From an optimization exercise on the open Yosys and OpenROAD flow, aimed at small area, a short achievable clock period and few clock cycles per item; shortcuts taken in it are not production practice.
At most, simulation tests tie the RTL to the original design; equivalence was not proved.

==> inputs of run a <==
==> flow/design.v <==
`default_nettype none
package sha1_pkg;
	localparam int word_bits    = 32;
	localparam int block_words  = 16;
	localparam int digest_words = 5;
	typedef logic [word_bits-1:0]              word_t;
	typedef logic [block_words*word_bits-1:0]  block_t;
	typedef logic [digest_words*word_bits-1:0] digest_t;
	typedef logic [1:0] group_t;
	localparam digest_t init_hash = {
		32'h67452301,
		32'hEFCDAB89,
		32'h98BADCFE,
		32'h10325476,
		32'hC3D2E1F0
	};
	localparam logic [4*word_bits-1:0] k_const = {
		32'hCA62C1D6,
		32'h8F1BBCDC,
		32'h6ED9EBA1,
		32'h5A827999
	};
	localparam int round_count = 80;
	localparam int group_len   = 20;
endpackage
`default_nettype wire
`default_nettype none
`timescale 1ns/10ps
module sha1_core (
	input  logic              clk,
	input  logic              reset,
	input  logic              start,
	input  sha1_pkg::block_t  block,
	output logic              busy,
	output logic              done,
	output sha1_pkg::digest_t hash
);
	localparam logic [31:0] iv_a = sha1_pkg::init_hash[159:128];
	localparam logic [31:0] iv_b = sha1_pkg::init_hash[127:96];
	localparam logic [31:0] iv_c = sha1_pkg::init_hash[95:64];
	localparam logic [31:0] iv_d = sha1_pkg::init_hash[63:32];
	localparam logic [31:0] iv_e = sha1_pkg::init_hash[31:0];
	localparam logic [31:0] k0   = sha1_pkg::k_const[31:0];
	localparam logic [31:0] z0   = ((iv_b & iv_c) | (~iv_b & iv_d)) + iv_e + k0;
	function automatic logic [31:0] rotl5(input logic [31:0] x);
		rotl5 = {x[26:0], x[31:27]};
	endfunction
	function automatic logic [31:0] rotl30(input logic [31:0] x);
		rotl30 = {x[1:0], x[31:2]};
	endfunction
	function automatic logic [31:0] rotl1(input logic [31:0] x);
		rotl1 = {x[30:0], x[31]};
	endfunction
	function automatic logic [31:0] kof(input logic [1:0] g);
		kof = sha1_pkg::k_const[g*32 +: 32];
	endfunction
	function automatic logic [1:0] gof(input logic [5:0] t);
		if (t < 6'd10)
			gof = 2'd0;
		else if (t < 6'd20)
			gof = 2'd1;
		else if (t < 6'd30)
			gof = 2'd2;
		else
			gof = 2'd3;
	endfunction
	function automatic logic [31:0] fof(input logic ch, input logic maj,
		input logic [31:0] x, input logic [31:0] y, input logic [31:0] z);
		if (ch)
			fof = (x & y) | (~x & z);
		else if (maj)
			fof = (x & y) | (x & z) | (y & z);
		else
			fof = x ^ y ^ z;
	endfunction
	logic           idle;
	logic           accept;
	logic           last;
	logic [5:0]     cnt;
	logic [1:0]     g_cur;       
	logic [1:0]     g_nxt;       
	logic           cur_ch, cur_maj, nxt_ch, nxt_maj;
	logic           fin;         
	logic [31:0]    a, b, c, d, p;
	logic [31:0]    win [16];
	logic [31:0]    x [18];
	logic [31:0]    a1, a2;
	logic [31:0]    z1s, z1c, t1, t2;
	logic [31:0]    s2, c2;
	logic [31:0]    f2, cn, kn, wn, ps, pc, fx, fy, sx, cx, sy, cy, s4, c4, s3, c3, p_next;
	assign accept = start && !busy;
	assign last   = (cnt == 6'd39);
	always_comb
	begin
		for (int i = 0; i < 16; i++)
			x[i] = win[i];
		for (int j = 0; j < 2; j++)
			x[16 + j] = rotl1(x[13 + j] ^ x[8 + j] ^ x[2 + j] ^ x[j]);
	end
	assign a1 = rotl5(a) + p;
	always_comb
	begin
		t2  = fin ? (kof(2'd3) + iv_a) : kof(g_cur);
		s2  = d ^ t2 ^ x[1];
		c2  = {((d & t2) | (d & x[1]) | (t2 & x[1])), 1'b0};
		t1  = fof(cur_ch, cur_maj, a, rotl30(b), c);
		z1s = s2 ^ c2 ^ t1;
		z1c = {((s2 & c2) | (s2 & t1) | (c2 & t1)), 1'b0};
	end
	always_comb
	begin
		s3 = rotl5(a1) ^ z1s ^ z1c;
		c3 = {((rotl5(a1) & z1s) | (rotl5(a1) & z1c) | (z1s & z1c)), 1'b0};
	end
	assign a2 = s3 + c3;
	always_comb
	begin
		if (!busy)
		begin
			kn = z0;
			wn = block[511:480];
		end
		else if (fin)
		begin
			kn = iv_e;
			wn = 32'd0;
		end
		else
		begin
			kn = kof(g_nxt);
			wn = x[2];
		end
		cn = c & {32{busy}};
		ps = cn ^ kn ^ wn;
		pc = {((cn & kn) | (cn & wn) | (kn & wn)), 1'b0};
		fy = fof(nxt_ch, nxt_maj, 32'd0, rotl30(a), rotl30(b)) & {32{busy && !fin}};
		fx = fof(nxt_ch, nxt_maj, 32'hFFFFFFFF, rotl30(a), rotl30(b)) & {32{busy && !fin}};
		for (int i = 0; i < 32; i++)
			f2[i] = a1[i] ? fx[i] : fy[i];
		s4 = f2 ^ ps ^ pc;
		c4 = (f2 & ps) | (f2 & pc) | (ps & pc);
	end
	assign p_next = s4 + {c4[30:0], 1'b0};
	always_ff @(posedge clk)
	begin
		p <= p_next;
		for (int i = 0; i < 16; i++)
			win[i] <= (x[i + 2] & {32{busy}}) | (block[(15 - i) * 32 +: 32] & {32{idle}});
		if (!busy)
		begin
			a       <= iv_a;
			b       <= iv_b;
			c       <= iv_c;
			d       <= iv_d;
			cnt     <= 6'd0;
			g_cur   <= 2'd0;
			g_nxt   <= 2'd0;
			cur_ch  <= 1'b1;
			cur_maj <= 1'b0;
			nxt_ch  <= 1'b1;
			nxt_maj <= 1'b0;
			fin     <= 1'b0;
		end
		else
		begin
			a       <= a2;
			b       <= a1;
			c       <= rotl30(a);
			d       <= rotl30(b);
			cnt     <= cnt + 6'd1;
			g_cur   <= g_nxt;
			g_nxt   <= gof(cnt + 6'd2);
			cur_ch  <= nxt_ch;
			cur_maj <= nxt_maj;
			nxt_ch  <= (gof(cnt + 6'd2) == 2'd0);
			nxt_maj <= (gof(cnt + 6'd2) == 2'd2);
			fin     <= (cnt == 6'd38);
		end
	end
	always_ff @(posedge clk)
	begin
		if (reset)
		begin
			busy <= 1'b0;
			idle <= 1'b1;
			done <= 1'b0;
		end
		else
		begin
			done <= busy && last;
			busy <= accept || (busy && !last);
			idle <= !(accept || (busy && !last));
		end
	end
	assign hash = {a, b + iv_b, c + iv_c, d + iv_d, p};
endmodule
`default_nettype wire
==> flow/flow/run.sh <==
#!/bin/bash
# Standard layout, with plain buf_1 cells as the port buffers.
set -e
cp standard.sh standard_sh.log
cp config.mk config_mk.log
echo 'export BUFFER_PORTS_ARGS = -buffer_cell sky130_fd_sc_hd__buf_1' >> config.mk
bash standard.sh > standard.log 2>&1
==> flow/standard.sh <==
#!/bin/bash
# synth_recipe.tcl (not shown) runs the flow's synth.tcl, then flattens the netlist and writes it again
# the make line also repeats each setting of config.mk as NAME=value (left out here)
make -C /OpenROAD-flow-scripts/flow DESIGN_CONFIG=/design/flow/config.mk WORK_HOME=/design/flow/orfs CLKGATE_MAP_FILE= SYNTH_SCRIPT=/design/flow/synth_recipe.tcl "${@:-finish}"
==> flow/config.mk <==
export PLATFORM = sky130hd
export DESIGN_NAME = sha1_core
export DESIGN_NICKNAME = sha1_core
export VERILOG_FILES = /design/flow/design.v
export SDC_FILE = /design/flow/constraint.sdc
export NUM_CORES = 4
export LEC_CHECK = 0
export ABC_AREA = 1
export CAP_MARGIN = 20
export CORE_MARGIN = 2
export CORE_UTILIZATION = 40
export CTS_CLUSTER_DIAMETER = 150
export CTS_CLUSTER_SIZE = 18
export SETUP_SLACK_MARGIN = 4
export SLEW_MARGIN = 20
export TNS_END_PERCENT = 20
export BUFFER_PORTS_ARGS = -buffer_cell sky130_fd_sc_hd__buf_1
==> flow/constraint.sdc <==
create_clock -name core_clock -period 8.5 [get_ports {clk}]
set_input_delay 1.7000 -clock core_clock [delete_from_list [all_inputs] [get_ports {clk}]]
set_output_delay 1.7000 -clock core_clock [all_outputs]
set_load 0.01 [all_outputs]
==> run b (differences from run a) <==
==> flow/design.v, changed modules only <==
module sha1_core (
	input  logic              clk,
	input  logic              reset,
	input  logic              start,
	input  sha1_pkg::block_t  block,
	output logic              busy,
	output logic              done,
	output sha1_pkg::digest_t hash
);
	localparam logic [31:0] iv_a = sha1_pkg::init_hash[159:128];
	localparam logic [31:0] iv_b = sha1_pkg::init_hash[127:96];
	localparam logic [31:0] iv_c = sha1_pkg::init_hash[95:64];
	localparam logic [31:0] iv_d = sha1_pkg::init_hash[63:32];
	localparam logic [31:0] iv_e = sha1_pkg::init_hash[31:0];
	localparam logic [31:0] k0   = sha1_pkg::k_const[31:0];
	localparam logic [31:0] z0   = ((iv_b & iv_c) | (~iv_b & iv_d)) + iv_e + k0;
	function automatic logic [31:0] rotl5(input logic [31:0] x);
		rotl5 = {x[26:0], x[31:27]};
	endfunction
	function automatic logic [31:0] rotl30(input logic [31:0] x);
		rotl30 = {x[1:0], x[31:2]};
	endfunction
	function automatic logic [31:0] rotl1(input logic [31:0] x);
		rotl1 = {x[30:0], x[31]};
	endfunction
	function automatic logic [31:0] kof(input logic [1:0] g);
		kof = sha1_pkg::k_const[g*32 +: 32];
	endfunction
	function automatic logic [1:0] gof(input logic [5:0] t);
		if (t < 6'd10)
			gof = 2'd0;
		else if (t < 6'd20)
			gof = 2'd1;
		else if (t < 6'd30)
			gof = 2'd2;
		else
			gof = 2'd3;
	endfunction
	function automatic logic [31:0] fof(input logic ch, input logic maj,
		input logic [31:0] x, input logic [31:0] y, input logic [31:0] z);
		if (ch)
			fof = (x & y) | (~x & z);
		else if (maj)
			fof = (x & y) | (x & z) | (y & z);
		else
			fof = x ^ y ^ z;
	endfunction
	logic           accept;
	logic           last;
	logic [5:0]     cnt;
	logic [1:0]     g_cur;       
	logic [1:0]     g_nxt;       
	logic           cur_ch, cur_maj, nxt_ch, nxt_maj;
	logic           fin;         
	logic [31:0]    a, b, c, d, e, p;
	logic [31:0]    win [16];
	logic [31:0]    x [18];
	logic [31:0]    a1, a2;
	logic [31:0]    z1s, z1c, t1, t2;
	logic [31:0]    s2, c2;
	logic [31:0]    f2, kn, wn, ps, pc, fx, fy, sx, cx, sy, cy, s4, c4, s3, c3, p_next;
	assign accept = start && !busy;
	assign last   = (cnt == 6'd39);
	always_comb
	begin
		for (int i = 0; i < 16; i++)
			x[i] = win[i];
		for (int j = 0; j < 2; j++)
			x[16 + j] = rotl1(x[13 + j] ^ x[8 + j] ^ x[2 + j] ^ x[j]);
	end
	assign a1 = rotl5(a) + p;
	always_comb
	begin
		t1  = fof(cur_ch, cur_maj, a, rotl30(b), c);
		t2  = fin ? (kof(2'd3) + iv_a) : kof(g_cur);
		s2  = t1 ^ t2 ^ d;
		c2  = {((t1 & t2) | (t1 & d) | (t2 & d)), 1'b0} ;
		z1s = s2 ^ c2 ^ x[1];
		z1c = {((s2 & c2) | (s2 & x[1]) | (c2 & x[1])), 1'b0};
	end
	always_comb
	begin
		s3 = rotl5(a1) ^ z1s ^ z1c;
		c3 = {((rotl5(a1) & z1s) | (rotl5(a1) & z1c) | (z1s & z1c)), 1'b0};
	end
	assign a2 = s3 + c3;
	always_comb
	begin
		kn = fin ? iv_e : kof(g_nxt);
		wn = fin ? 32'd0 : x[2];
		ps = c ^ kn ^ wn;
		pc = {((c & kn) | (c & wn) | (kn & wn)), 1'b0};
		fy = fof(nxt_ch, nxt_maj, 32'd0, rotl30(a), rotl30(b)) & {32{!fin}};
		fx = fof(nxt_ch, nxt_maj, 32'hFFFFFFFF, rotl30(a), rotl30(b)) & {32{!fin}};
		for (int i = 0; i < 32; i++)
			f2[i] = a1[i] ? fx[i] : fy[i];
		s4 = f2 ^ ps ^ pc;
		c4 = (f2 & ps) | (f2 & pc) | (ps & pc);
	end
	assign p_next = s4 + {c4[30:0], 1'b0};
	always_ff @(posedge clk)
	begin
		if (accept)
		begin
			for (int i = 0; i < 16; i++)
				win[i] <= block[(15 - i) * 32 +: 32];
			a       <= iv_a;
			b       <= iv_b;
			c       <= iv_c;
			d       <= iv_d;
			e       <= iv_e;
			p       <= block[511:480] + z0;
			cnt     <= 6'd0;
			g_cur   <= 2'd0;
			g_nxt   <= 2'd0;
			cur_ch  <= 1'b1;
			cur_maj <= 1'b0;
			nxt_ch  <= 1'b1;
			nxt_maj <= 1'b0;
			fin     <= 1'b0;
		end
		else
		begin
			for (int i = 0; i < 16; i++)
				win[i] <= x[i + 2];
			a       <= a2;
			b       <= a1;
			c       <= rotl30(a);
			d       <= rotl30(b);
			e       <= c;
			p       <= p_next;
			cnt     <= cnt + 6'd1;
			g_cur   <= g_nxt;
			g_nxt   <= gof(cnt + 6'd2);
			cur_ch  <= nxt_ch;
			cur_maj <= nxt_maj;
			nxt_ch  <= (gof(cnt + 6'd2) == 2'd0);
			nxt_maj <= (gof(cnt + 6'd2) == 2'd2);
			fin     <= (cnt == 6'd38);
		end
	end
	always_ff @(posedge clk)
	begin
		if (reset)
		begin
			busy <= 1'b0;
			done <= 1'b0;
		end
		else
		begin
			done <= busy && last;
			busy <= accept || (busy && !last);
		end
	end
	assign hash = {a, b + iv_b, c + iv_c, d + iv_d, p};
endmodule
CTS_CLUSTER_SIZE = 22   (was 18)
TNS_END_PERCENT = default   (was 20)
==> run summary <==
M2 GR Usage 0.590; status finished clean; fin nets slightly below 6000; NonClk Buf Share 0.0752; Crit path max-delay family simple AND/OR/NAND/NOR gates; Max Clock Skew between 40 and 50 ps
# the run above: run a

==> run summary <==
status finished clean; Crit path max-delay family adder cells; fin nets 6902; M2 GR Usage 0.515; Max Clock Skew roughly 37 ps
# the run above: run b

Testbench counts of run a, summed over its fixed seeds: cycles 5,248, items 128.
Testbench counts of run b, summed over its fixed seeds: cycles 5,248, items 128.

---

==> job 1173 <==
// sha1_core: RTL as listed in full above, without the edits since
==> flow/config.mk <==
export PLATFORM = sky130hd
export DESIGN_NAME = sha1_core
export DESIGN_NICKNAME = sha1_core
export VERILOG_FILES = /design/flow/design.v
export SDC_FILE = /design/flow/constraint.sdc
export NUM_CORES = 4
export LEC_CHECK = 0
export ABC_AREA = 1
export CAP_MARGIN = 20
export CORE_MARGIN = 2
export CORE_UTILIZATION = 40
export CTS_CLUSTER_DIAMETER = 150
export CTS_CLUSTER_SIZE = 18
export SETUP_SLACK_MARGIN = 3.6
export SLEW_MARGIN = 20
export BUFFER_PORTS_ARGS = -buffer_cell sky130_fd_sc_hd__buf_1
==> flow/constraint.sdc <==
create_clock -name core_clock -period 8.5 [get_ports {clk}]
set_input_delay 1.7000 -clock core_clock [delete_from_list [all_inputs] [get_ports {clk}]]
set_output_delay 1.7000 -clock core_clock [all_outputs]
set_load 0.01 [all_outputs]
standard.sh (not shown) runs the stock make flow with config.mk's settings and CLKGATE_MAP_FILE= SYNTH_SCRIPT=/design/flow/synth_recipe.tcl, a recipe that flattens the netlist after the stock synthesis.
==> flow/flow/run.sh <==
#!/bin/bash
# Standard layout, with plain buf_1 cells as the port buffers.
set -e
cp standard.sh standard_sh.log
cp config.mk config_mk.log
echo 'export BUFFER_PORTS_ARGS = -buffer_cell sky130_fd_sc_hd__buf_1' >> config.mk
bash standard.sh > standard.log 2>&1
==> job 9039 (differences from job 1173) <==
==> flow/design.v, changed modules only <==
module sha1_core (
	input  logic              clk,
	input  logic              reset,
	input  logic              start,
	input  sha1_pkg::block_t  block,
	output logic              busy,
	output logic              done,
	output sha1_pkg::digest_t hash
);
	localparam logic [31:0] iv_a = sha1_pkg::init_hash[159:128];
	localparam logic [31:0] iv_b = sha1_pkg::init_hash[127:96];
	localparam logic [31:0] iv_c = sha1_pkg::init_hash[95:64];
	localparam logic [31:0] iv_d = sha1_pkg::init_hash[63:32];
	localparam logic [31:0] iv_e = sha1_pkg::init_hash[31:0];
	localparam logic [31:0] k0   = sha1_pkg::k_const[31:0];
	localparam logic [31:0] z0   = ((iv_b & iv_c) | (~iv_b & iv_d)) + iv_e + k0;
	function automatic logic [31:0] rotl5(input logic [31:0] x);
		rotl5 = {x[26:0], x[31:27]};
	endfunction
	function automatic logic [31:0] rotl30(input logic [31:0] x);
		rotl30 = {x[1:0], x[31:2]};
	endfunction
	function automatic logic [31:0] rotl1(input logic [31:0] x);
		rotl1 = {x[30:0], x[31]};
	endfunction
	function automatic logic [31:0] kof(input logic [1:0] g);
		kof = sha1_pkg::k_const[g*32 +: 32];
	endfunction
	function automatic logic [1:0] gof(input logic [5:0] t);
		if (t < 6'd10)
			gof = 2'd0;
		else if (t < 6'd20)
			gof = 2'd1;
		else if (t < 6'd30)
			gof = 2'd2;
		else
			gof = 2'd3;
	endfunction
	function automatic logic [31:0] fof(input logic ch, input logic maj,
		input logic [31:0] x, input logic [31:0] y, input logic [31:0] z);
		if (ch)
			fof = (x & y) | (~x & z);
		else if (maj)
			fof = (x & y) | (x & z) | (y & z);
		else
			fof = x ^ y ^ z;
	endfunction
	logic           accept;
	logic           last;
	logic [5:0]     cnt;
	logic [1:0]     g_cur;       
	logic [1:0]     g_nxt;       
	logic           cur_ch, cur_maj, nxt_ch, nxt_maj;
	logic [31:0]    a, b, c, d, e, p;
	logic [31:0]    win [16];
	logic [31:0]    x [18];
	logic [31:0]    a1, a2;
	logic [31:0]    z1s, z1c, t1, t2;
	logic [31:0]    s2, c2;
	logic [31:0]    kn, ps, pc, f2, s3, c3, p_next;
	assign accept = start && !busy;
	assign last   = (cnt == 6'd39);
	always_comb
	begin
		for (int i = 0; i < 16; i++)
			x[i] = win[i];
		for (int j = 0; j < 2; j++)
			x[16 + j] = rotl1(x[13 + j] ^ x[8 + j] ^ x[2 + j] ^ x[j]);
	end
	assign a1 = rotl5(a) + p;
	always_comb
	begin
		t1  = fof(cur_ch, cur_maj, a, rotl30(b), c);
		t2  = kof(g_cur);
		s2  = t1 ^ t2 ^ d;
		c2  = {((t1 & t2) | (t1 & d) | (t2 & d)), 1'b0} ;
		z1s = s2 ^ c2 ^ x[1];
		z1c = {((s2 & c2) | (s2 & x[1]) | (c2 & x[1])), 1'b0};
	end
	always_comb
	begin
		s3 = rotl5(a1) ^ z1s ^ z1c;
		c3 = {((rotl5(a1) & z1s) | (rotl5(a1) & z1c) | (z1s & z1c)), 1'b0};
	end
	assign a2 = s3 + c3;
	always_comb
	begin
		kn = kof(g_nxt);
		ps = c ^ kn ^ x[2];
		pc = {((c & kn) | (c & x[2]) | (kn & x[2])), 1'b0};
		f2 = fof(nxt_ch, nxt_maj, a1, rotl30(a), rotl30(b));
	end
	assign p_next = (f2 ^ ps ^ pc) + {((f2 & ps) | (f2 & pc) | (ps & pc)), 1'b0};
	always_ff @(posedge clk)
	begin
		if (accept)
		begin
			for (int i = 0; i < 16; i++)
				win[i] <= block[(15 - i) * 32 +: 32];
			a       <= iv_a;
			b       <= iv_b;
			c       <= iv_c;
			d       <= iv_d;
			e       <= iv_e;
			p       <= block[511:480] + z0;
			cnt     <= 6'd0;
			g_cur   <= 2'd0;
			g_nxt   <= 2'd0;
			cur_ch  <= 1'b1;
			cur_maj <= 1'b0;
			nxt_ch  <= 1'b1;
			nxt_maj <= 1'b0;
		end
		else
		begin
			for (int i = 0; i < 16; i++)
				win[i] <= x[i + 2];
			a       <= a2;
			b       <= a1;
			c       <= rotl30(a);
			d       <= rotl30(b);
			e       <= c;
			p       <= p_next;
			cnt     <= cnt + 6'd1;
			g_cur   <= g_nxt;
			g_nxt   <= gof(cnt + 6'd2);
			cur_ch  <= nxt_ch;
			cur_maj <= nxt_maj;
			nxt_ch  <= (gof(cnt + 6'd2) == 2'd0);
			nxt_maj <= (gof(cnt + 6'd2) == 2'd2);
		end
	end
	always_ff @(posedge clk)
	begin
		if (reset)
		begin
			busy <= 1'b0;
			done <= 1'b0;
		end
		else
		begin
			done <= busy && last;
			busy <= accept || (busy && !last);
		end
	end
	assign hash = {a + iv_a, b + iv_b, c + iv_c, d + iv_d, e + iv_e};
endmodule
==> flow/run.sh (new file) <==
#!/bin/bash
# synth_recipe.tcl (not shown) runs the flow's synth.tcl, then flattens the netlist and writes it again
# the make line also repeats each setting of config.mk as NAME=value (left out here)
make -C /OpenROAD-flow-scripts/flow DESIGN_CONFIG=/design/flow/config.mk WORK_HOME=/design/flow/orfs CLKGATE_MAP_FILE= SYNTH_SCRIPT=/design/flow/synth_recipe.tcl finish
- ABC_AREA: 1 -> unset
- BUFFER_PORTS_ARGS: -buffer_cell sky130_fd_sc_hd__buf_1 -> unset
- CTS_CLUSTER_DIAMETER: 150 -> unset
- CTS_CLUSTER_SIZE: 18 -> unset
- SETUP_SLACK_MARGIN: 3.6 -> 4
removed: flow/flow/run.sh
removed: flow/standard.sh
==> job 2435 (differences from job 1173) <==
==> flow/design.v, changed modules only <==
module sha1_core (
	input  logic              clk,
	input  logic              reset,
	input  logic              start,
	input  sha1_pkg::block_t  block,
	output logic              busy,
	output logic              done,
	output sha1_pkg::digest_t hash
);
	localparam logic [31:0] iv_a = sha1_pkg::init_hash[159:128];
	localparam logic [31:0] iv_b = sha1_pkg::init_hash[127:96];
	localparam logic [31:0] iv_c = sha1_pkg::init_hash[95:64];
	localparam logic [31:0] iv_d = sha1_pkg::init_hash[63:32];
	localparam logic [31:0] iv_e = sha1_pkg::init_hash[31:0];
	localparam logic [31:0] k0   = sha1_pkg::k_const[31:0];
	localparam logic [31:0] z0   = ((iv_b & iv_c) | (~iv_b & iv_d)) + iv_e + k0;
	function automatic logic [31:0] rotl5(input logic [31:0] x);
		rotl5 = {x[26:0], x[31:27]};
	endfunction
	function automatic logic [31:0] rotl30(input logic [31:0] x);
		rotl30 = {x[1:0], x[31:2]};
	endfunction
	function automatic logic [31:0] rotl1(input logic [31:0] x);
		rotl1 = {x[30:0], x[31]};
	endfunction
	function automatic logic [31:0] kof(input logic [1:0] g);
		kof = sha1_pkg::k_const[g*32 +: 32];
	endfunction
	function automatic logic [1:0] gof(input logic [5:0] t);
		if (t < 6'd10)
			gof = 2'd0;
		else if (t < 6'd20)
			gof = 2'd1;
		else if (t < 6'd30)
			gof = 2'd2;
		else
			gof = 2'd3;
	endfunction
	function automatic logic [31:0] fof(input logic ch, input logic maj,
		input logic [31:0] x, input logic [31:0] y, input logic [31:0] z);
		if (ch)
			fof = (x & y) | (~x & z);
		else if (maj)
			fof = (x & y) | (x & z) | (y & z);
		else
			fof = x ^ y ^ z;
	endfunction
	logic           accept;
	logic           last;
	logic [5:0]     cnt;
	logic [1:0]     g_cur;       
	logic [1:0]     g_nxt;       
	logic           cur_ch, cur_maj, nxt_ch, nxt_maj;
	logic           fin;         
	logic [31:0]    a, b, c, d, e, p;
	logic [31:0]    win [16];
	logic [31:0]    x [18];
	logic [31:0]    a1, a2;
	logic [31:0]    z1s, z1c, t1, t2;
	logic [31:0]    s2, c2;
	logic [31:0]    f2, kn, wn, ps, pc, fx, fy, sx, cx, sy, cy, s4, c4, s3, c3, p_next;
	assign accept = start && !busy;
	assign last   = (cnt == 6'd39);
	always_comb
	begin
		for (int i = 0; i < 16; i++)
			x[i] = win[i];
		for (int j = 0; j < 2; j++)
			x[16 + j] = rotl1(x[13 + j] ^ x[8 + j] ^ x[2 + j] ^ x[j]);
	end
	assign a1 = rotl5(a) + p;
	always_comb
	begin
		t1  = fof(cur_ch, cur_maj, a, rotl30(b), c);
		t2  = fin ? (kof(2'd3) + iv_a) : kof(g_cur);
		s2  = t1 ^ t2 ^ d;
		c2  = {((t1 & t2) | (t1 & d) | (t2 & d)), 1'b0} ;
		z1s = s2 ^ c2 ^ x[1];
		z1c = {((s2 & c2) | (s2 & x[1]) | (c2 & x[1])), 1'b0};
	end
	always_comb
	begin
		s3 = rotl5(a1) ^ z1s ^ z1c;
		c3 = {((rotl5(a1) & z1s) | (rotl5(a1) & z1c) | (z1s & z1c)), 1'b0};
	end
	assign a2 = s3 + c3;
	always_comb
	begin
		kn = fin ? iv_e : kof(g_nxt);
		wn = fin ? 32'd0 : x[2];
		ps = c ^ kn ^ wn;
		pc = {((c & kn) | (c & wn) | (kn & wn)), 1'b0};
		fy = fof(nxt_ch, nxt_maj, 32'd0, rotl30(a), rotl30(b)) & {32{!fin}};
		fx = fof(nxt_ch, nxt_maj, 32'hFFFFFFFF, rotl30(a), rotl30(b)) & {32{!fin}};
		for (int i = 0; i < 32; i++)
			f2[i] = a1[i] ? fx[i] : fy[i];
		s4 = f2 ^ ps ^ pc;
		c4 = (f2 & ps) | (f2 & pc) | (ps & pc);
	end
	assign p_next = s4 + {c4[30:0], 1'b0};
	always_ff @(posedge clk)
	begin
		if (accept)
		begin
			for (int i = 0; i < 16; i++)
				win[i] <= block[(15 - i) * 32 +: 32];
			a       <= iv_a;
			b       <= iv_b;
			c       <= iv_c;
			d       <= iv_d;
			e       <= iv_e;
			p       <= block[511:480] + z0;
			cnt     <= 6'd0;
			g_cur   <= 2'd0;
			g_nxt   <= 2'd0;
			cur_ch  <= 1'b1;
			cur_maj <= 1'b0;
			nxt_ch  <= 1'b1;
			nxt_maj <= 1'b0;
			fin     <= 1'b0;
		end
		else
		begin
			for (int i = 0; i < 16; i++)
				win[i] <= x[i + 2];
			a       <= a2;
			b       <= a1;
			c       <= rotl30(a);
			d       <= rotl30(b);
			e       <= c;
			p       <= p_next;
			cnt     <= cnt + 6'd1;
			g_cur   <= g_nxt;
			g_nxt   <= gof(cnt + 6'd2);
			cur_ch  <= nxt_ch;
			cur_maj <= nxt_maj;
			nxt_ch  <= (gof(cnt + 6'd2) == 2'd0);
			nxt_maj <= (gof(cnt + 6'd2) == 2'd2);
			fin     <= (cnt == 6'd38);
		end
	end
	always_ff @(posedge clk)
	begin
		if (reset)
		begin
			busy <= 1'b0;
			done <= 1'b0;
		end
		else
		begin
			done <= busy && last;
			busy <= accept || (busy && !last);
		end
	end
	assign hash = {a, b + iv_b, c + iv_c, d + iv_d, p};
endmodule
- CTS_BUF_LIST: unset -> sky130_fd_sc_hd__clkbuf_4
- CTS_CLUSTER_DIAMETER: 150 -> unset
- CTS_CLUSTER_SIZE: 18 -> unset
- SETUP_SLACK_MARGIN: 3.6 -> 4
==> qor summary <==
Non-Clock Buffer Count: job 2435 931; job 9039 937; job 1173 735
Result of the run: job 2435 complete, no violations; job 9039 complete, no violations; job 1173 complete, no violations
Detailed-route via count: job 2435 39500; job 9039 35000; job 1173 34900
Met3 track demand over resource: job 2435 5.90%; job 9039 6.12%; job 1173 7.30%
Die outline area: job 2435 101000 um2; job 9039 99600 um2; job 1173 97800 um2
CORE AREA: job 2435 97000 um2; job 9039 96400 um2; job 1173 94700 um2
Fraction of the cycle the final worst path needs: job 2435 56.2%; job 9039 68.5%; job 1173 56.0%
Flip-flop and latch area: job 2435 14200 um2; job 9039 14600 um2; job 1173 13800 um2
Cell chosen for the clock root: job 2435 sky130_fd_sc_hd__clkbuf_4; job 9039 sky130_fd_sc_hd__clkbuf_16; job 1173 sky130_fd_sc_hd__clkbuf_16
Number of cells on the critical path: job 2435 15; job 9039 25; job 1173 21
Sequential share of cell area: job 2435 27.6%; job 9039 27.1%; job 1173 31.6%
H-tree Lvls: job 2435 4; job 9039 3; job 1173 2
Most frequent cell on the critical path: job 2435 sky130_fd_sc_hd__nand2_4; job 9039 -; job 1173 sky130_fd_sc_hd__nand2_1
Testbench counts of job 1173, summed over its fixed seeds: cycles 5,248, items 128.
Testbench counts of job 2435, summed over its fixed seeds: cycles 5,248, items 128.
Function not checked in job 9039: the RTL went through the layout flow alone.

## re-timing with driven ports
The results above use ideal ports. As a check the final layouts listed here were re-extracted and re-timed, cells and wires unchanged. Step 1 assumes that a clkbuf_16 drives the clock port and a buf_2 every other input. Step 2, shift: input delay + t, output delay - t, t = (earliest + latest rising clock arrival at the registers) / 2. This alone moves slack from input paths to output paths. Three values: no drivers, after step 1, after step 2; two values: the first two.
| run | shift t [ns] | slack for setup (ns) | hold WS [ns] | clock arrival spread, ns | pins driven straight from the clock port |
|---|---|---|---|---|---|
| run a | 0.718 | 4.021 / 3.941 / 3.440 | 0.441 / 0.441 / 0.441 | 0.050 / 0.050 | 1 |
| run b | 0.683 | 3.978 / 3.978 / 3.978 | 0.404 / 0.404 / 0.404 | 0.044 / 0.045 | 1 |
| job 1173 | 0.714 | 3.737 / 3.661 / 3.310 | 0.433 / 0.433 / 0.433 | 0.043 / 0.043 | 1 |
| job 9039 | 0.727 | 2.676 / 2.676 / 2.676 | 0.405 / 0.405 / 0.405 | 0.049 / 0.050 | 1 |
| job 2435 | 1.161 | 3.724 / 3.658 / 3.835 | 0.378 / 0.378 / 0.378 | 0.071 / 0.072 | 1 |
After both steps setup and hold are still met in every run listed. The setup slack of run a, which loses most, moves by -0.080 ns with the drivers and by -0.581 ns with both steps.
